Context: an optimization exercise on an open-source flow, tuned for small area and a short achievable clock period. The choices shown serve that exercise and are no tape-out recipe. Function was checked by simulation only, so behaviour that the tests miss may differ from the original.

## flow/run.sh

```bash
#!/bin/bash
# synth_recipe.tcl (not shown) runs the flow's synth.tcl, then flattens the netlist and writes it again
# the make line also repeats each setting of config.mk as NAME=value (left out here)
make -C /OpenROAD-flow-scripts/flow DESIGN_CONFIG=/design/flow/config.mk WORK_HOME=/design/flow/orfs CLKGATE_MAP_FILE= SYNTH_SCRIPT=/design/flow/synth_recipe.tcl finish
```

## flow/constraint.sdc

```tcl
create_clock -name core_clock -period 100.0 [get_ports {clk}]
set_input_delay 20.0000 -clock core_clock [delete_from_list [all_inputs] [get_ports {clk}]]
set_output_delay 20.0000 -clock core_clock [all_outputs]
set_load 0.01 [all_outputs]
```

## flow/design.v

```verilog
module md_sched #(
    parameter int unsigned MULT_CYCLES = 5,
    parameter int unsigned DIV_CYCLES  = 10
) (
    input  logic        clk,
    input  logic        reset_n,
    input  logic [2:0]  e_op,
    input  logic [31:0] e_rs,
    input  logic [31:0] e_rt,
    input  logic        e_kill,
    input  logic        d_is_md,
    output logic [31:0] hi,
    output logic [31:0] lo,
    output logic        busy,
    output logic        md_stall
);
    localparam int MROWS = 7;    
    localparam int DROWS = 4;    
    logic op_mult, op_multu, op_div, op_divu, op_mthi, op_mtlo;
    logic issue_md, issue_mul, issue_div;
    always_comb begin
        op_mult  = !e_kill && (e_op == 3'd1);
        op_multu = !e_kill && (e_op == 3'd2);
        op_div   = !e_kill && (e_op == 3'd3);
        op_divu  = !e_kill && (e_op == 3'd4);
        op_mthi  = !e_kill && (e_op == 3'd5);
        op_mtlo  = !e_kill && (e_op == 3'd6);
        issue_mul = op_mult || op_multu;
        issue_div = op_div || op_divu;
        issue_md  = issue_mul || issue_div;
    end
    logic        busy_q;
    logic [31:0] hi_q, lo_q;
    logic [3:0]  cnt;        
    logic        m_mul;      
    logic        m_sgn;      
    logic        m_negq;     
    logic        m_negr;     
    logic        m_dz;       
    logic        m_cin;      
    logic [31:0] h_q;        
    logic [31:0] l_q;        
    logic [31:0] a_q;        
    logic        a_x;        
    logic        neg_n, neg_d;
    logic [31:0] rs_adj, rt_adj;
    logic [31:0] rs_pre;
    always_comb begin
        neg_n = op_div && e_rs[31];
        neg_d = op_div && e_rt[31];
        rs_pre[0] = 1'b0;
        for (int i = 1; i < 32; i++) rs_pre[i] = rs_pre[i-1] | e_rs[i-1];
        rs_adj = e_rs ^ ({32{neg_n}} & rs_pre);
        rt_adj = e_rt ^ {32{issue_div && !neg_d}};
    end
    logic [31:0] mh [MROWS+1];
    logic [MROWS-1:0] mp;
    logic        m_last;
    logic        m_corr;
    assign m_last = (cnt == 4'd4);
    assign m_corr = m_last && m_sgn;    
    assign mh[0]  = h_q;
    for (genvar r = 0; r < MROWS; r++) begin : g_mrow
        wire        neg = (r == 3) ? m_corr : 1'b0;
        wire [32:0] x   = {m_sgn & mh[r][31], mh[r]};
        wire [32:0] y   = ({33{l_q[r]}} & {a_x, a_q}) ^ {33{neg}};
        wire [32:0] g   = x & y;
        wire [32:0] p   = x ^ y;
        wire [33:0] c;
        wire [32:0] s;
        assign c[0] = neg;
        for (genvar i = 0; i < 33; i++) begin : g_bit
            assign s[i]   = p[i] ^ c[i];
            assign c[i+1] = g[i] | (p[i] & c[i]);
        end
        assign mp[r]   = s[0];
        assign mh[r+1] = s[32:1];
    end
    logic [31:0] dr [DROWS+1];
    logic [DROWS-1:0] dq;
    assign dr[0] = h_q;
    for (genvar r = 0; r < DROWS; r++) begin : g_drow
        wire [32:0] x = {dr[r], l_q[31-r]};
        wire [31:0] g = x[31:0] & a_q;
        wire [31:0] p = x[31:0] ^ a_q;
        wire [32:0] c;
        wire [31:0] s;
        assign c[0] = m_cin;
        for (genvar i = 0; i < 32; i++) begin : g_bit
            assign s[i]   = p[i] ^ c[i];
            assign c[i+1] = g[i] | (p[i] & c[i]);
        end
        assign dq[r]   = x[32] | c[32];
        assign dr[r+1] = dq[r] ? s : x[31:0];
    end
    logic [31:0] h_pre, l_pre, h_neg, l_neg;
    logic        done;
    logic [31:0] hi_res, lo_res;
    always_comb begin
        h_pre[0] = 1'b0;
        l_pre[0] = 1'b0;
        for (int i = 1; i < 32; i++) begin
            h_pre[i] = h_pre[i-1] | h_q[i-1];
            l_pre[i] = l_pre[i-1] | l_q[i-1];
        end
        h_neg = h_q ^ ({32{m_negr}} & h_pre);
        l_neg = l_q ^ ({32{m_negq}} & l_pre);
        done  = m_mul ? m_last : (cnt == 4'd9);
        hi_res = m_mul ? mh[4] : h_neg;
        lo_res = m_mul ? {mp[3:0], l_q[31:4]} : l_neg;
    end
    always_ff @(posedge clk or negedge reset_n) begin
        if (!reset_n) begin
            busy_q <= 1'b0;
            hi_q   <= '0;
            lo_q   <= '0;
        end else if (!busy_q) begin
            busy_q <= issue_md;
            if (op_mthi) hi_q <= e_rs;
            if (op_mtlo) lo_q <= e_rs;
        end else if (done) begin
            busy_q <= 1'b0;
            if (m_mul || !m_dz) begin
                hi_q <= hi_res;
                lo_q <= lo_res;
            end
        end
    end
    always_ff @(posedge clk) begin
        if (!busy_q) begin
            cnt    <= '0;
            m_mul  <= issue_mul;
            m_sgn  <= op_mult;
            m_negq <= op_div && (e_rs[31] ^ e_rt[31]);
            m_negr <= op_div && e_rs[31];
            m_dz   <= (e_rt == 32'd0);
            m_cin  <= !neg_d;
            h_q    <= '0;
            l_q    <= rs_adj;
            a_q    <= rt_adj;
            a_x    <= op_mult && e_rt[31];
        end else begin
            cnt <= cnt + 4'd1;
            if (m_mul) begin
                h_q <= mh[MROWS];
                l_q <= {mp[MROWS-1:0], l_q[31:MROWS]};
            end else if (!cnt[3]) begin
                h_q <= dr[DROWS];
                l_q <= {l_q[31-DROWS:0], dq[0], dq[1], dq[2], dq[3]};
            end
        end
    end
    assign hi       = hi_q;
    assign lo       = lo_q;
    assign busy     = busy_q;
    assign md_stall = d_is_md && (busy_q || issue_md);
endmodule
```

## flow/config.mk

```make
export PLATFORM = sky130hd
export DESIGN_NAME = md_sched
export DESIGN_NICKNAME = md_sched
export VERILOG_FILES = /design/flow/design.v
export SDC_FILE = /design/flow/constraint.sdc
export NUM_CORES = 4
export LEC_CHECK = 0
export CAP_MARGIN = 20
export CORE_MARGIN = 2
export CORE_UTILIZATION = 40
export SLEW_MARGIN = 20
```

==> summary.txt, run 1 <==
STA
  • Tmin final: 55.66 ns
  • Worst Tran Pin Value: 1.046 ns
  • Total negative slack: 0 ns
  • # setup viols final: 0
  • Final worst-path cycle share: 55.66%
  • Final Skew: 0.01958 ns
  • Rel. slew slack: 30.25%
  • Slew Limit Fails: 0
  • FMAX: 17.97 MHz
  • RSZ-0062 raised after global routing: no
  • Final hold vios: 0

Logic synthesis
  • Post-synth EDFFs: 71
  • Cell taking the most area after synthesis: fa_1
  • Synth top area cells: fa_1 32%, edfxtp_1 10%, dfrtp_1 7.6%
  • Post-Synthesis Cells: 2241
  • FFs w/ async S/R, synth: 37.79%
  • Register area share after synthesis: 21.06%
  • Yosys cell types: 79
  • YS warnings: 3
  • Syn Nets: 2666
  • Synth top area share: 32.48%
  • Flip-flop and latch count after synthesis: 172
  • Most frequent cell after synthesis: fa_1
  • Ys flop type: edfxtp_1
  • Syn_area_per_cell: 9.489 sq um
  • Post-Synthesis Cell Area: 21270 sq um
  • Top cells by count, synth: 345 x fa_1, 243 x inv_1, 232 x nand2_1

Clocking
  • CTS tree: yes
  • Longest Clk Path Bufs: 2
  • H-tree levels: 4
  • Root buffer cell: clkbuf_16
  • Clock sink total: 172
  • CTS Hold Bufs: 0
  • Worst-path clk slew: 0.08 ns
  • CTS Buf Count: 17
  • Number of setup buffers added after CTS: 0
  • Resized cells post-CTS: 0
  • Worst skew pair latency: 0.52 ns

GRT
  • Grt total ovfl: 0
  • First-pass GRT wire length: 104900 um
  • Vias in the first global route: 17.68k
  • Initial antenna violation count: 1
  • Gr usage total: 25.59%
  • Pin count of the biggest net entering global routing: 74

Placement
  • Port bufs: 136
  • Post-DP HPWL: 51410 um
  • Gpl congestion: 0.8984
  • Placed Cells: 2963

Setup path
  • CP most frequent cell: fa_1
  • CP delay by family, top: adder cells
  • Critical-path maximum fanout: 36
  • CP arrival: 56.09 ns
  • CP Capture Type: flip-flop
  • CP max stage delay: 0.61 ns
  • Slowest stage cell, crit path: edfxtp_1
  • CP Class: flip-flop to flip-flop
  • Startpoint Class: flip-flop
  • R2R Setup Slk: 44.34 ns
  • CP Data Required Time: 100.43 ns
  • Buf/Inv on CP: 8

Floorplanning
  • Initial Util: 40.47%
  • I/O pins: 137
  • FP Rows: 84
  • Core footprint: 52550 sq um
  • Die ar.: 55020 sq um
  • Die H: 234.6 um
  • Die Wd: 234.6 um

Final layout
  • N_diodes: 0
  • Number of fill cells: 5085
  • Register area: 4483 sq um
  • Fin nets: 2719
  • Share of cells above drive strength 1: 4.898%
  • Area of the multi-input gates: 15340 sq um
  • Area added between synthesis and finish: 12.18%
  • Final Non-Filler Cells: 2995
  • Layout Utilization: 45.40%

Drt
  • Post-route ant nets: 0
  • DRC Markers: 0
  • Iteration-0 DRC count of the detailed router: 1354
  • Detailed Routing Iterations Pass 1: 7
  • Vias per inst: 5.593
  • Via count: 16.75k
  • Drt wl/cell: 22.40 um
  • Routed Wire Length: 67090 um

Min path
  • Worst hold path type: flip-flop to flip-flop

Outcome
  • Status: no timing/DRC/antenna violations

Run
  • Max cap viols: 0
## layout by cell type (no fill, tap or decap), drive strengths merged, types with 8 or more instances in the layout
master,Yosys,final
fa,345,345
inv,243,250
nand2,233,233
a21oi,152,152
nor2,141,141
clkdlybuf4s50,0,135
and2,134,134
xnor2,117,117
o21ai,112,112
edfxtp,71,71
dfrtp,65,65
xor2,57,57
mux2i,45,45
buf,38,40
dfxtp,36,36
o221ai,28,28
a2bb2oi,27,27
o2bb2ai,27,27
o211ai,24,24
a31oi,20,20
nand3,19,19
nor3,19,19
clkbuf,103,18
o31ai,15,15
or4,14,14
nor2b,13,13
a222oi,12,12
or3,11,11
nand2b,9,9
nor4,9,9
ha,9,9
nand4,8,8
o41ai,8,8
## logic make-up after synthesis
kind of cell    Yosys count  synth area share (%)
buf+inv                 386                 6.943
xor+xnor                176                 7.378
compound gates          473                 14.80
mux                      52                 2.506
fa+ha+maj               354                 33.01
simple gates            628                 14.30
flops                   172                 21.06
## worst paths after layout
| kind | from | end | cells after the start |
|---|---|---|---|
| min in group asynchronous | reset_n | hi_q[12]$_DFFE_PN0P_ | 1 |
| worst max-delay path | a_q[0]$_DFFE_PN_ | h_q[23]$_SDFFE_PN0P_ | 141 |
| max in group asynchronous | reset_n | busy_q$_DFF_PN0_ | 2 |
| worst max register to register | a_q[0]$_DFFE_PN_ | h_q[23]$_SDFFE_PN0P_ | 141 |
| worst min register to register | cnt[0]$_SDFF_PN0_ | cnt[0]$_SDFF_PN0_ | 1 |
| worst min-delay path | cnt[0]$_SDFF_PN0_ | cnt[0]$_SDFF_PN0_ | 1 |
## registers in the layout (all words and copies together) (netlist names)
name,flops
m_dz,1
h_q,32
cnt,4
a_x,1
m_negq,1
m_sgn,1
a_q,32
m_cin,1
hi_q,32
lo_q,32
m_negr,1
l_q,32
busy_q,1
m_mul,1
## layout make-up
class / count / area share (%)
clock inverters: 14 / 0.7343
multi-input cells: 1683 / 64.29
well taps: 688 / 3.609
clock buffers: 18 / 1.799
flip-flops and latches: 172 / 18.79
inverters: 245 / 3.855
repair buffers: 175 / 6.923
## worst register-to-register path, delay by kind of cell (launching register included)
family	cells	cell delay (ns)
AO/OA/AOI/OAI	4	0.69
AND/OR/NAND/NOR	2	0.32
buffers and inverters	8	1.51
multiplexers	3	0.97
adder cells (fa/ha/maj)	124	51.46
flip-flops	1	0.61
## metal layers
layer  part of all wire [%]  global-route usage [%]
met1                     41                   32.77
met2                     48                   42.37
met3                    7.2                   5.766
met4                    3.3                   9.532
met5                      0                       0
## through the flow
step	cell area [sq um]	hold WS, ns	setup slack (ns)
finish	23860	0.4684	44.34
global route	23860	0.5021	42.50
CTS	23850	0.4714	44.19
detailed placement	23250	0.4544	44.39
global placement	23250	0.4489	44.76
floorplan	21270	0.4296	46.59
==> inputs of run 2 (changes only) <==
--- a/flow/design.v
+++ b/flow/design.v
@@ -17,3 +17,3 @@
     localparam int MROWS = 7;    
-    localparam int DROWS = 4;    
+    localparam int DROWS = 3;    
     logic op_mult, op_multu, op_div, op_divu, op_mthi, op_mtlo;
@@ -44,2 +44,3 @@
     logic        a_x;        
+    logic [2:0]  q3_q;       
     logic        neg_n, neg_d;
@@ -54,2 +55,17 @@
         rt_adj = e_rt ^ {32{issue_div && !neg_d}};
+    end
+    logic [2:0] d3, t3, n_q3, n_r3;
+    logic       d_small;
+    always_comb begin
+        d3      = neg_d ? (3'd0 - e_rt[2:0]) : e_rt[2:0];
+        d_small = neg_d ? ((&e_rt[31:3]) && (|e_rt[2:0]))
+                        : (!(|e_rt[31:3]) && (|e_rt[2:0]));
+        t3      = rs_adj[31:29];
+        if (d_small) begin
+            n_q3 = t3 / d3;
+            n_r3 = t3 % d3;
+        end else begin
+            n_q3 = 3'd0;
+            n_r3 = t3;
+        end
     end
@@ -82,3 +98,3 @@
     for (genvar r = 0; r < DROWS; r++) begin : g_drow
-        wire [32:0] x = {dr[r], l_q[31-r]};
+        wire [32:0] x = {dr[r], l_q[28-r]};
         wire [31:0] g = x[31:0] & a_q;
@@ -95,3 +111,3 @@
     end
-    logic [31:0] h_pre, l_pre, h_neg, l_neg;
+    logic [31:0] h_pre, l_pre, h_neg, l_neg, d_rem, d_quo;
     logic        done;
@@ -99,2 +115,4 @@
     always_comb begin
+        d_rem = dr[2];
+        d_quo = {q3_q, l_q[26:0], dq[0], dq[1]};
         h_pre[0] = 1'b0;
@@ -102,7 +120,7 @@
         for (int i = 1; i < 32; i++) begin
-            h_pre[i] = h_pre[i-1] | h_q[i-1];
-            l_pre[i] = l_pre[i-1] | l_q[i-1];
+            h_pre[i] = h_pre[i-1] | d_rem[i-1];
+            l_pre[i] = l_pre[i-1] | d_quo[i-1];
         end
-        h_neg = h_q ^ ({32{m_negr}} & h_pre);
-        l_neg = l_q ^ ({32{m_negq}} & l_pre);
+        h_neg = d_rem ^ ({32{m_negr}} & h_pre);
+        l_neg = d_quo ^ ({32{m_negq}} & l_pre);
         done  = m_mul ? m_last : (cnt == 4'd9);
@@ -137,3 +155,4 @@
             m_cin  <= !neg_d;
-            h_q    <= '0;
+            h_q    <= {29'd0, n_r3 & {3{issue_div}}};
+            q3_q   <= n_q3;
             l_q    <= rs_adj;
@@ -146,5 +165,5 @@
                 l_q <= {mp[MROWS-1:0], l_q[31:MROWS]};
-            end else if (!cnt[3]) begin
+            end else begin
                 h_q <= dr[DROWS];
-                l_q <= {l_q[31-DROWS:0], dq[0], dq[1], dq[2], dq[3]};
+                l_q <= {l_q[31-DROWS:0], dq[0], dq[1], dq[2]};
             end
--- a/flow/config.mk
+++ b/flow/config.mk
@@ -7,5 +7,6 @@
 export LEC_CHECK = 0
-export CAP_MARGIN = 20
+export CAP_MARGIN = 0
 export CORE_MARGIN = 2
-export CORE_UTILIZATION = 40
-export SLEW_MARGIN = 20
+export CORE_UTILIZATION = 65
+export CTS_BUF_LIST = sky130_fd_sc_hd__clkbuf_4 sky130_fd_sc_hd__clkbuf_8
+export SLEW_MARGIN = 0
==> run 2 against run 1 <==
Maximum frequency rose by 30%. Routed wire length fell by 5.7%. Highest routed layer unchanged. Via count rose by 3.7%. Register-to-register slack improved by 13 ns. Sequential share of layout area barely moved. Count of clock-buffer cells in the layout rose by 1. Critical path depth fell by 35. Final area fell by 5.1%. Largest cell class unchanged.
==> summary.txt, run 2 <==
Outcome
  • Status: no timing/DRC/antenna violations

Logic synthesis
  • Synth top area share: 30.33% (-2.1 points)
  • YS warnings: 3 (unchanged)
  • Most frequent cell after synthesis: fa_1
  • FFs w/ async S/R, synth: 37.14% (-0.65 points)
  • Syn Nets: 2666 (unchanged)
  • Post-Synthesis Cells: 2264 (+1.0%)
  • Yosys cell types: 94 (+19%)
  • Cell taking the most area after synthesis: fa_1
  • Flip-flop and latch count after synthesis: 175 (+1.7%)
  • Top cells by count, synth: 314 x fa_1, 294 x nand2_1, 228 x inv_1
  • Ys flop type: dfxtp_1
  • Syn_area_per_cell: 9.153 sq um (-3.5%)
  • Post-Synthesis Cell Area: 20720 sq um (-2.6%)
  • Post-synth EDFFs: 42 (-41%)
  • Register area share after synthesis: 20.50% (-0.56 points)
  • Synth top area cells: fa_1 30%, dfrtp_1 7.8%, dfxtp_1 6.6%

Floorplanning
  • Initial Util: 65.84% (+25 points)
  • FP Rows: 65 (-23%)
  • I/O pins: 137 (unchanged)
  • Die ar.: 33320 sq um (-39%)
  • Die Wd: 182.6 um (-22%)
  • Die H: 182.6 um (-22%)
  • Core footprint: 31470 sq um (-40%)

STA
  • Rel. slew slack: 32.86% (+2.6 points)
  • Final worst-path cycle share: 42.74% (-13 points)
  • Worst Tran Pin Value: 1.007 ns (-0.03914 ns)
  • Final Skew: 0.02033 ns (+0.0007514 ns)
  • FMAX: 23.40 MHz (+30%)
  • Total negative slack: 0 ns (unchanged)
  • # setup viols final: 0 (unchanged)
  • Tmin final: 42.74 ns (-12.92 ns)
  • Final hold vios: 0 (unchanged)
  • Slew Limit Fails: 0 (unchanged)
  • RSZ-0062 raised after global routing: no

Clocking
  • Longest Clk Path Bufs: 2 (unchanged)
  • Number of setup buffers added after CTS: 0 (unchanged)
  • H-tree levels: 4 (unchanged)
  • CTS tree: yes
  • Root buffer cell: clkbuf_8
  • Worst-path clk slew: 0.11 ns (+0.03 ns)
  • CTS Buf Count: 17 (unchanged)
  • CTS Hold Bufs: 0 (unchanged)
  • Clock sink total: 175 (+1.7%)
  • Worst skew pair latency: 0.53 ns (about the same)
  • Resized cells post-CTS: 0 (unchanged)

Final layout
  • N_diodes: 0 (unchanged)
  • Fin nets: 2718 (-0.037%)
  • Share of cells above drive strength 1: 4.940% (+0.042 points)
  • Most frequent cells in the layout: 314 x fa_1, 293 x nand2_1, 228 x inv_1
  • Commonest non-fill, non-tap cell in the layout: fa_1
  • Area added between synthesis and finish: 9.286%

Drt
  • Iteration-0 DRC count of the detailed router: 2144 (+58%)
  • DRC Markers: 0 (unchanged)
  • Detailed Routing Iterations Pass 1: 8 (+1)
  • Routed Wire Length: 63290 um (-5.7%)
  • Post-route ant nets: 0 (unchanged)
  • Vias per inst: 6.363 (+14%)
  • Drt wl/cell: 23.18 um (+3.5%)
  • Via count: 17.37k (+3.7%)

Setup path
  • Slowest stage cell, crit path: fa_1
  • CP Data Required Time: 100.42 ns (about the same)
  • CP most frequent cell: fa_1
  • Startpoint Class: flip-flop
  • CP Class: flip-flop to flip-flop
  • Buf/Inv on CP: 6 (-2)
  • CP arrival: 43.15 ns (-12.94 ns)
  • CP max stage delay: 0.64 ns (+0.03 ns)
  • Crit Reg-Reg Startpoint: a_q[0]$_DFFE_PN_
  • CP Capture Type: flip-flop
  • CP delay by family, top: adder cells
  • Critical Path Source: a_q[0]$_DFFE_PN_
  • Critical-path maximum fanout: 42 (+17%)

Placement
  • Port bufs: 136 (unchanged)
  • Gpl congestion: 0.9899 (+10%)
  • Post-DP HPWL: 48850 um (-5.0%)

GRT
  • First-pass GRT wire length: 100700 um (-4.0%)
  • Initial antenna violation count: 0 (-1)
  • Pin count of the biggest net entering global routing: 100 (+35%)
  • Vias in the first global route: 17.43k (-1.4%)
  • Gr usage total: 39.84% (+14 points)
  • Grt total ovfl: 0 (unchanged)

Run
  • Max cap viols: 0 (unchanged)

Min path
  • Hold path startpoint: cnt[0]$_SDFF_PN0_
  • Worst hold path type: flip-flop to flip-flop
run 2: changes by cell type after synthesis, moves of 13 or more:
| cell | previous run | this run |
|---|---|---|
| buf_1 | 26 | 12 |
| dfxtp_1 | 36 | 68 |
| a2bb2oi_1 | 27 | 0 |
| a211oi_1 | 7 | 38 |
| fa_1 | 345 | 314 |
| o221ai_1 | 27 | 4 |
| a31oi_1 | 20 | 33 |
| nand2_1 | 232 | 294 |
| o2bb2ai_1 | 27 | 1 |
| a21oi_1 | 152 | 124 |
| edfxtp_1 | 71 | 42 |
| inv_1 | 243 | 228 |
run 2: cell type report:
cell class,count,area (sq um)
inverter,230,864.6
fill,2421,8827
timing repair buffer,168,1597
clock buffer,19,261.5
multi-input combinational,1724,15050
clock inverter,12,122.6
sequential,175,4253
tap,402,503.0
run 2: path summary, 6_finish.rpt:
path	to	slack (ns)	depth (start not counted)
worst max-delay path	h_q[18]$_SDFF_PN0_	57.26	106
worst min-delay path	cnt[0]$_SDFF_PN0_	0.47	1
worst max register to register	h_q[18]$_SDFF_PN0_	57.26	106
worst min register to register	cnt[0]$_SDFF_PN0_	0.47	1
max in group asynchronous	busy_q$_DFF_PN0_	79.64	2
min in group asynchronous	hi_q[13]$_DFFE_PN0P_	19.68	2
run 2: kinds of logic after synthesis:
family	synth area share (%)
buffers and inverters	7.040
multiplexers	2.192
flip-flops	20.50
AND/OR/NAND/NOR	16.95
AO/OA/AOI/OAI	14.21
XOR/XNOR	7.735
adder cells (fa/ha/maj)	31.36
run 2: worst reg2reg max path, delay by kind of cell, from the launching register on:
family | cells | cell delay, ns
adder cells (fa/ha/maj) | 93 | 38.55
buffers and inverters | 6 | 1.48
AND/OR/NAND/NOR | 3 | 0.86
AO/OA/AOI/OAI | 3 | 0.79
flip-flops | 1 | 0.58
multiplexers | 1 | 0.32
run 2: routing by layer:
metal,vias to the layer above,wire [um],global-route usage (%)
met5,-,0,0.5926
met4,0,3371,18.87
met3,175,5376,5.488
met2,919,29170,63.01
met1,8718,25380,54.82
li1,7559,-,-
run 2: metrics by stage:
stage,instances,area (sq um),hold slack (ns),util (%),setup slack [ns]
after floorplan,2264,20720,0.4296,-,59.09
after global placement,2699,22260,0.4462,70.73,57.96
after detailed placement,2699,22260,0.4580,70.73,57.33
after CTS,2730,22650,0.4814,71.95,57.33
after global routing,2730,22650,0.5102,71.95,55.93
final,2730,22650,0.4729,71.95,57.26
==> inputs of run 3 (changes only) <==
==> flow/flow/run.sh (new file) <==
#!/bin/bash
set -euo pipefail
bash standard.sh "BUFFER_PORTS_ARGS=-buffer_cell sky130_fd_sc_hd__buf_1" finish > standard.log 2>&1
==> flow/standard.sh (new file) <==
#!/bin/bash
# synth_recipe.tcl (not shown) runs the flow's synth.tcl, then flattens the netlist and writes it again
# the make line also repeats each setting of config.mk as NAME=value (left out here)
make -C /OpenROAD-flow-scripts/flow DESIGN_CONFIG=/design/flow/config.mk WORK_HOME=/design/flow/orfs CLKGATE_MAP_FILE= SYNTH_SCRIPT=/design/flow/synth_recipe.tcl "${@:-finish}"
removed: flow/run.sh
==> run 3 against run 2 <==
Flip-flop and latch count is the same. First-iteration DRC count shrank 6.3%. Largest cell class unchanged. Sequential share of layout area grew 0.71 points.
==> summary.txt, run 3 <==
Outcome
  • Status: no timing/DRC/antenna violations

Logic synthesis
  • Top cells by count, synth: 314 x fa_1, 294 x nand2_1, 228 x inv_1
  • FFs w/ async S/R, synth: 37.14% (unchanged)
  • Yosys cell types: 94 (unchanged)
  • Post-synth EDFFs: 42 (unchanged)
  • Ys flop type: dfxtp_1
  • Cell taking the most area after synthesis: fa_1
  • YS warnings: 3 (unchanged)
  • Post-Synthesis Cell Area: 20720 sq um (unchanged)
  • Syn_area_per_cell: 9.153 sq um (unchanged)
  • Synth top area share: 30.33% (unchanged)
  • Syn Nets: 2666 (unchanged)
  • Post-Synthesis Cells: 2264 (unchanged)
  • Flip-flop and latch count after synthesis: 175 (unchanged)
  • Synth top area cells: fa_1 30%, dfrtp_1 7.8%, dfxtp_1 6.6%
  • Most frequent cell after synthesis: fa_1
  • Register area share after synthesis: 20.50% (unchanged)

Placement
  • Place WS: 57.12 ns (-0.2134 ns)
  • DP Area: 21420 sq um (-3.8%)
  • Gpl congestion: 0.9552 (-3.5%)
  • Port bufs: 136 (unchanged)
  • Post-DP HPWL: 49180 um (+0.69%)

Floorplanning
  • Die H: 182.6 um (unchanged)
  • FP Rows: 65 (unchanged)
  • Core footprint: 31470 sq um (unchanged)
  • Initial Util: 65.84% (unchanged)
  • Die Wd: 182.6 um (unchanged)
  • I/O pins: 137 (unchanged)
  • Die ar.: 33320 sq um (unchanged)

Clocking
  • Resized cells post-CTS: 0 (unchanged)
  • CTS Buf Count: 17 (unchanged)
  • H-tree levels: 4 (unchanged)
  • Root buffer cell: clkbuf_8
  • Longest Clk Path Bufs: 2 (unchanged)
  • Clock sink total: 175 (unchanged)
  • CTS Hold Bufs: 0 (unchanged)
  • CTS tree: yes
  • Number of setup buffers added after CTS: 0 (unchanged)
  • Worst-path clk slew: 0.11 ns (about the same)
  • Worst skew pair latency: 0.52 ns (about the same)

Setup path
  • CP arrival: 43.52 ns (+0.37 ns)
  • CP Data Required Time: 100.47 ns (+0.05 ns)
  • Startpoint Class: flip-flop
  • CP Capture Type: flip-flop
  • CP Class: flip-flop to flip-flop
  • CP max stage delay: 0.69 ns (+0.05 ns)
  • Slowest stage cell, crit path: nand2b_1
  • Critical-path maximum fanout: 42 (unchanged)
  • CP most frequent cell: fa_1

Final layout
  • Most frequent cells in the layout: 314 x fa_1, 293 x nand2_1, 228 x inv_1
  • Share of cells above drive strength 1: 4.940% (unchanged)
  • Fin nets: 2717 (-0.037%)
  • Commonest non-fill, non-tap cell in the layout: fa_1
  • Design area: 21820 sq um (-3.7%)
  • Number of fill cells: 2584 (+6.7%)
  • Area added between synthesis and finish: 5.295%
  • Layout Utilization: 69.33% (-2.6 points)

Drt
  • Iteration-0 DRC count of the detailed router: 2010 (-6.3%)
  • Via count: 17.19k (-1.1%)
  • Detailed Routing Iterations Pass 1: 6 (-2)
  • Drt wl/cell: 23.29 um (+0.45%)
  • Post-route ant nets: 0 (unchanged)
  • Vias per inst: 6.293 (-1.1%)
  • DRC Markers: 0 (unchanged)
  • Routed Wire Length: 63600 um (+0.49%)

STA
  • # setup viols final: 0 (unchanged)
  • Final worst-path cycle share: 43.05% (+0.32 points)
  • Total negative slack: 0 ns (unchanged)
  • Final Skew: 0.02000 ns (-0.0003316 ns)
  • Setup WS post-layout: 56.95 ns (-0.3177 ns)
  • FMAX: 23.23 MHz (-0.74%)
  • Final hold vios: 0 (unchanged)
  • Tmin final: 43.05 ns (+0.3177 ns)
  • Worst Tran Pin Value: 1.049 ns (+0.04177 ns)
  • WHS: 0.4810 ns (+0.008062 ns)
  • Slew Limit Fails: 0 (unchanged)
  • Rel. slew slack: 29.64% (-3.2 points)
  • RSZ-0062 raised after global routing: no

Run
  • Max cap viols: 0 (unchanged)

GRT
  • First-pass GRT wire length: 100900 um (+0.23%)
  • Initial antenna violation count: 0 (unchanged)
  • Pin count of the biggest net entering global routing: 147 (+47%)
  • Grt total ovfl: 0 (unchanged)
  • Vias in the first global route: 17.43k (unchanged)
  • Gr usage total: 40.14% (+0.30 points)

Min path
  • Worst hold path type: flip-flop to flip-flop
==> run 3: kinds of logic (layout without fill, tap and decap cells) <==
family | after synthesis | count (layout) | synth area share, %
compound gates | 444 | 444 | 14.21
fa+ha+maj | 331 | 331 | 31.36
simple gates | 726 | 726 | 16.95
mux | 44 | 44 | 2.192
other cells | 0 | 1 | 0
flops | 175 | 175 | 20.50
xor+xnor | 179 | 179 | 7.735
buf+inv | 365 | 429 | 7.040
==> run 3: worst paths after layout <==
check,startpoint,endpoint,slack [ns],cells past startpoint
max in group asynchronous,reset_n,busy_q$_DFF_PN0_,79.61,2
min in group asynchronous,reset_n,lo_q[19]$_DFFE_PN0P_,19.70,2
worst max register to register,a_q[0]$_DFFE_PN_,h_q[23]$_SDFF_PN0_,56.95,107
worst max-delay path,a_q[0]$_DFFE_PN_,h_q[23]$_SDFF_PN0_,56.95,107
worst min register to register,cnt[0]$_SDFF_PN0_,cnt[0]$_SDFF_PN0_,0.48,1
worst min-delay path,cnt[0]$_SDFF_PN0_,cnt[0]$_SDFF_PN0_,0.48,1
==> run 3: final cells by class <==
| cell class | count | area, sq um | area share, % |
|---|---|---|---|
| Multi-Input combinational cell | 1724 | 15050 | 68.95 |
| Sequential cell | 175 | 4253 | 19.49 |
| Antenna cell | 1 | 2.502 | 0.01147 |
| Timing Repair Buffer | 167 | 757.0 | 3.469 |
| Clock buffer | 20 | 262.8 | 1.204 |
| Tap cell | 402 | 503.0 | 2.305 |
| Inverter | 230 | 865.8 | 3.968 |
| Clock inverter | 12 | 130.1 | 0.5964 |
==> run 3: through the flow <==
stage	instances
finish	2731
global route	2730
CTS	2730
detailed placement	2698
global placement	2698
floorplan	2264
==> run 3: worst max-delay path, delay by kind of cell, from the launching register on <==
| kind | cells | cell delay [ns] |
|---|---|---|
| compound gates | 4 | 0.90 |
| fa+ha+maj | 93 | 38.69 |
| buf+inv | 6 | 1.50 |
| flops | 1 | 0.62 |
| mux | 1 | 0.26 |
| simple gates | 3 | 0.94 |
==> run 3: per-layer routing <==
layer | vias up | wire length [um] | share of wire [%] | global-route usage (%)
li1 | 7569 | - | - | -
met1 | 8568 | 25700 | 40 | 55.35
met2 | 894 | 29200 | 46 | 62.37
met3 | 156 | 5564 | 8.7 | 6.546
met4 | 0 | 3143 | 4.9 | 19.45
met5 | - | 0 | 0 | 0
==> inputs of run 4 (changes only) <==
==> flow/run.sh (new file) <==
#!/bin/bash
# synth_recipe.tcl (not shown) runs the flow's synth.tcl, then flattens the netlist and writes it again
# the make line also repeats each setting of config.mk as NAME=value (left out here)
make -C /OpenROAD-flow-scripts/flow DESIGN_CONFIG=/design/flow/config.mk WORK_HOME=/design/flow/orfs CLKGATE_MAP_FILE= SYNTH_SCRIPT=/design/flow/synth_recipe.tcl finish
==> flow/config.mk (replaced) <==
export PLATFORM = sky130hd
export DESIGN_NAME = md_sched
export DESIGN_NICKNAME = md_sched
export VERILOG_FILES = /design/flow/design.v
export SDC_FILE = /design/flow/constraint.sdc
export NUM_CORES = 4
export LEC_CHECK = 0
export CAP_MARGIN = 20
export CORE_MARGIN = 2
export CORE_UTILIZATION = 40
export SLEW_MARGIN = 20
removed: flow/flow/run.sh
removed: flow/standard.sh
==> run 4 against run 3 <==
First-iteration DRC count is 24% lower. Routed wire length is 5.6% higher. Final cell count is 10% higher. Via count is 2.3% lower. Highest routed layer unchanged. Critical endpoint is now h_q[18]$_SDFF_PN0_. Still clean.
==> summary.txt, run 4 <==
Setup path
  • R2r worst-path depth: 106 (-0.93%)
  • CP Class: flip-flop to flip-flop
  • Critical Path Source: a_q[0]$_DFFE_PN_
  • Reg-to-Reg End: h_q[18]$_SDFF_PN0_
  • Slowest stage cell, crit path: fa_1
  • Critical-path maximum fanout: 42 (unchanged)
  • CP arrival: 43.10 ns (-0.42 ns)
  • Startpoint Class: flip-flop
  • Crit Reg-Reg Startpoint: a_q[0]$_DFFE_PN_
  • CP most frequent cell: fa_1
  • CP Capture Type: flip-flop
  • R2R Setup Slk: 57.29 ns (+0.34 ns)
  • CP max stage delay: 0.68 ns (about the same)
  • Setup crit end: h_q[18]$_SDFF_PN0_
  • CP Data Required Time: 100.39 ns (-0.08 ns)

Logic synthesis
  • Ys flop type: dfxtp_1
  • Cell taking the most area after synthesis: fa_1
  • Post-Synthesis Cells: 2264 (unchanged)
  • YS warnings: 3 (unchanged)
  • Post-Synth Simple-Gate Area: 16.95% (unchanged)
  • Syn_area_per_cell: 9.153 sq um (unchanged)
  • Compound-Gate Fraction of Synth Area: 14.21% (unchanged)
  • Synth Area in Adders: 31.36% (unchanged)
  • Post-Synthesis Cell Area: 20720 sq um (unchanged)
  • Yosys cell types: 94 (unchanged)
  • Proportion of synthesized area in mux cells: 2.192% (unchanged)
  • Post-Synth XOR/XNOR Area: 7.735% (unchanged)
  • Main combinational cell family by area after synthesis: adder cells
  • Synth top area share: 30.33% (unchanged)
  • Synth top area cells: fa_1 30%, dfrtp_1 7.8%, dfxtp_1 6.6%
  • Syn Nets: 2666 (unchanged)
  • Top cells by count, synth: 314 x fa_1, 294 x nand2_1, 228 x inv_1
  • Most frequent cell after synthesis: fa_1
  • Register area share after synthesis: 20.50% (unchanged)
  • Flip-flop and latch count after synthesis: 175 (unchanged)
  • Post-synth EDFFs: 42 (unchanged)
  • FFs w/ async S/R, synth: 37.14% (unchanged)

Final layout
  • N_diodes: 0 (-1)
  • Design area: 23230 sq um (+6.5%)
  • Area added between synthesis and finish: 12.09%
  • Most frequent cells in the layout: 314 x fa_1, 293 x nand2_1, 228 x inv_1
  • Share of cells above drive strength 1: 5.062% (+0.12 points)
  • Final Non-Filler Cells: 3011 (+10%)
  • Number of fill cells: 5082 (+97%)
  • Commonest non-fill, non-tap cell in the layout: fa_1
  • Fin nets: 2720 (+0.11%)

Clocking
  • Worst-path clk slew: 0.08 ns (-0.03 ns)
  • Number of setup buffers added after CTS: 0 (unchanged)
  • Worst skew pair latency: 0.50 ns (-0.02 ns)
  • Root buffer cell: clkbuf_16
  • Resized cells post-CTS: 0 (unchanged)
  • CTS Hold Bufs: 0 (unchanged)
  • CTS Buf Count: 17 (unchanged)
  • H-tree levels: 4 (unchanged)
  • Longest Clk Path Bufs: 2 (unchanged)
  • CTS tree: yes
  • Clock sink total: 175 (unchanged)

Floorplanning
  • I/O pins: 137 (unchanged)
  • Core footprint: 51300 sq um (+63%)
  • Initial Util: 40.39% (-25 points)
  • FP Rows: 83 (+28%)
  • Die ar.: 53640 sq um (+61%)
  • Die H: 231.6 um (+27%)
  • Die Wd: 231.6 um (+27%)

STA
  • # setup viols final: 0 (unchanged)
  • Setup WS post-layout: 57.29 ns (+0.3394 ns)
  • Tmin final: 42.71 ns (-0.3394 ns)
  • Worst Tran Pin Value: 1.092 ns (+0.04330 ns)
  • Rel. slew slack: 26.52% (-3.1 points)
  • Final worst-path cycle share: 42.71% (-0.34 points)
  • Total negative slack: 0 ns (unchanged)
  • Final Skew: 0.01322 ns (-0.006781 ns)
  • FMAX: 23.41 MHz (+0.79%)
  • RSZ-0062 raised after global routing: no
  • Slew Limit Fails: 0 (unchanged)
  • Final hold vios: 0 (unchanged)

GRT
  • Initial antenna violation count: 0 (unchanged)
  • First-pass GRT wire length: 105600 um (+4.6%)
  • Grt total ovfl: 0 (unchanged)
  • Gr usage total: 26.07% (-14 points)
  • Pin count of the biggest net entering global routing: 148 (+0.68%)
  • Vias in the first global route: 17.20k (-1.3%)

Drt
  • Vias per inst: 5.578 (-11%)
  • Drt wl/cell: 22.30 um (-4.3%)
  • Post-route ant nets: 0 (unchanged)
  • Iteration-0 DRC count of the detailed router: 1523 (-24%)
  • Via count: 16.80k (-2.3%)
  • Detailed Routing Iterations Pass 1: 5 (-1)
  • Routed Wire Length: 67130 um (+5.6%)
  • DRC Markers: 0 (unchanged)

Outcome
  • Status: no timing/DRC/antenna violations

Placement
  • DP Area: 22640 sq um (+5.7%)
  • Post-DP HPWL: 52250 um (+6.2%)
  • Port bufs: 136 (unchanged)
  • Gpl congestion: 0.9193 (-3.8%)
  • Placed Cells: 2979 (+10%)
  • Place WS: 57.21 ns (+0.08820 ns)

Run
  • Max cap viols: 0 (unchanged)

Min path
  • Worst hold path type: flip-flop to flip-flop
## run 4: cell counts after synthesis
No cell type changed its count.
## run 4: how the worst min path moves through the flow
stage                             start  slack, ns             endpoint  depth (start not counted)
finish              lo_q[4]$_DFFE_PN0P_       0.48  lo_q[4]$_DFFE_PN0P_                          2
detailed placement    cnt[0]$_SDFF_PN0_       0.47    cnt[0]$_SDFF_PN0_                          1
global route        lo_q[7]$_DFFE_PN0P_       0.51  lo_q[7]$_DFFE_PN0P_                          2
floorplan             cnt[0]$_SDFF_PN0_       0.43    cnt[0]$_SDFF_PN0_                          1
global placement      cnt[0]$_SDFF_PN0_       0.45    cnt[0]$_SDFF_PN0_                          1
CTS                   cnt[0]$_SDFF_PN0_       0.49    cnt[0]$_SDFF_PN0_                          1
## run 4: routing by layer
layer | vias up | track usage [%] | part of all wire (%)
li1 | 7577 | - | -
met1 | 8566 | 34.61 | 42
met2 | 576 | 43.41 | 49
met3 | 76 | 3.839 | 6.1
met4 | 0 | 9.235 | 3.1
met5 | - | 0 | 0
## run 4: critical path: cells and delay by family (launching register included)
kind / cells / cell delay [ns]
AOI/OAI and AO/OA: 3 / 0.81
muxes: 1 / 0.30
DFF: 1 / 0.56
adders and majority gates: 93 / 38.47
and+or+nand+nor: 3 / 0.85
buffers and inverters: 6 / 1.51
## run 4: metrics by stage
step / hold WS [ns] / util [%]
global route: 0.5117 / 45.28
global placement: 0.4476 / 44.13
detailed placement: 0.4687 / 44.13
finish: 0.4766 / 45.28
CTS: 0.4856 / 45.28
floorplan: 0.4296 / -
## run 4: cells by family (layout without fill, tap and decap cells)
family / Yosys count / in the layout
buffers and inverters: 365 / 432
DFF: 175 / 175
xor gates and xnor gates: 179 / 179
and+or+nand+nor: 726 / 726
AOI/OAI and AO/OA: 444 / 444
adders and majority gates: 331 / 331
muxes: 44 / 44
## run 4: cell type report
| type | instances | area (sq um) | share of cell area (%) |
|---|---|---|---|
| clock buffers | 18 | 439.2 | 1.891 |
| inverters | 230 | 865.8 | 3.728 |
| flip-flops and latches | 175 | 4253 | 18.31 |
| clock inverters | 14 | 148.9 | 0.6410 |
| well taps | 680 | 850.8 | 3.663 |
| repair buffers | 170 | 1624 | 6.992 |
| multi-input cells | 1724 | 15050 | 64.78 |

re-timing with driven ports:
No port has a modelled driver above. Below, the same layouts with a new extraction and two added sets of constraints. Step 1 sets driving cells, clkbuf_16 on the clock port and buf_2 on the other inputs (assumed; they add their load-dependent delay and slew). Step 2 also shifts input and output timing later by t, the mid clock arrival at the registers, as if the neighbouring blocks saw the same clock. Slacks: ideal / step 1 / step 2; pairs: ideal / step 1.
| run | t, ns | slack for setup (ns) | worst setup path after step 2 | clock arrival spread, ns | slew at the worst register clock pin (ns) |
|---|---|---|---|---|---|
| run 1 | 0.565 | 44.344 / 44.344 / 44.344 | register to register | 0.021 / 0.020 | 0.09 / 0.09 |
| run 2 | 0.570 | 57.265 / 57.265 / 57.265 | register to register | 0.022 / 0.021 | 0.11 / 0.11 |
| run 3 | 0.563 | 56.947 / 56.947 / 56.947 | register to register | 0.020 / 0.020 | 0.11 / 0.11 |
| run 4 | 0.550 | 57.286 / 57.286 / 57.286 | register to register | 0.014 / 0.013 | 0.08 / 0.08 |
After both steps every run listed still meets setup and hold.
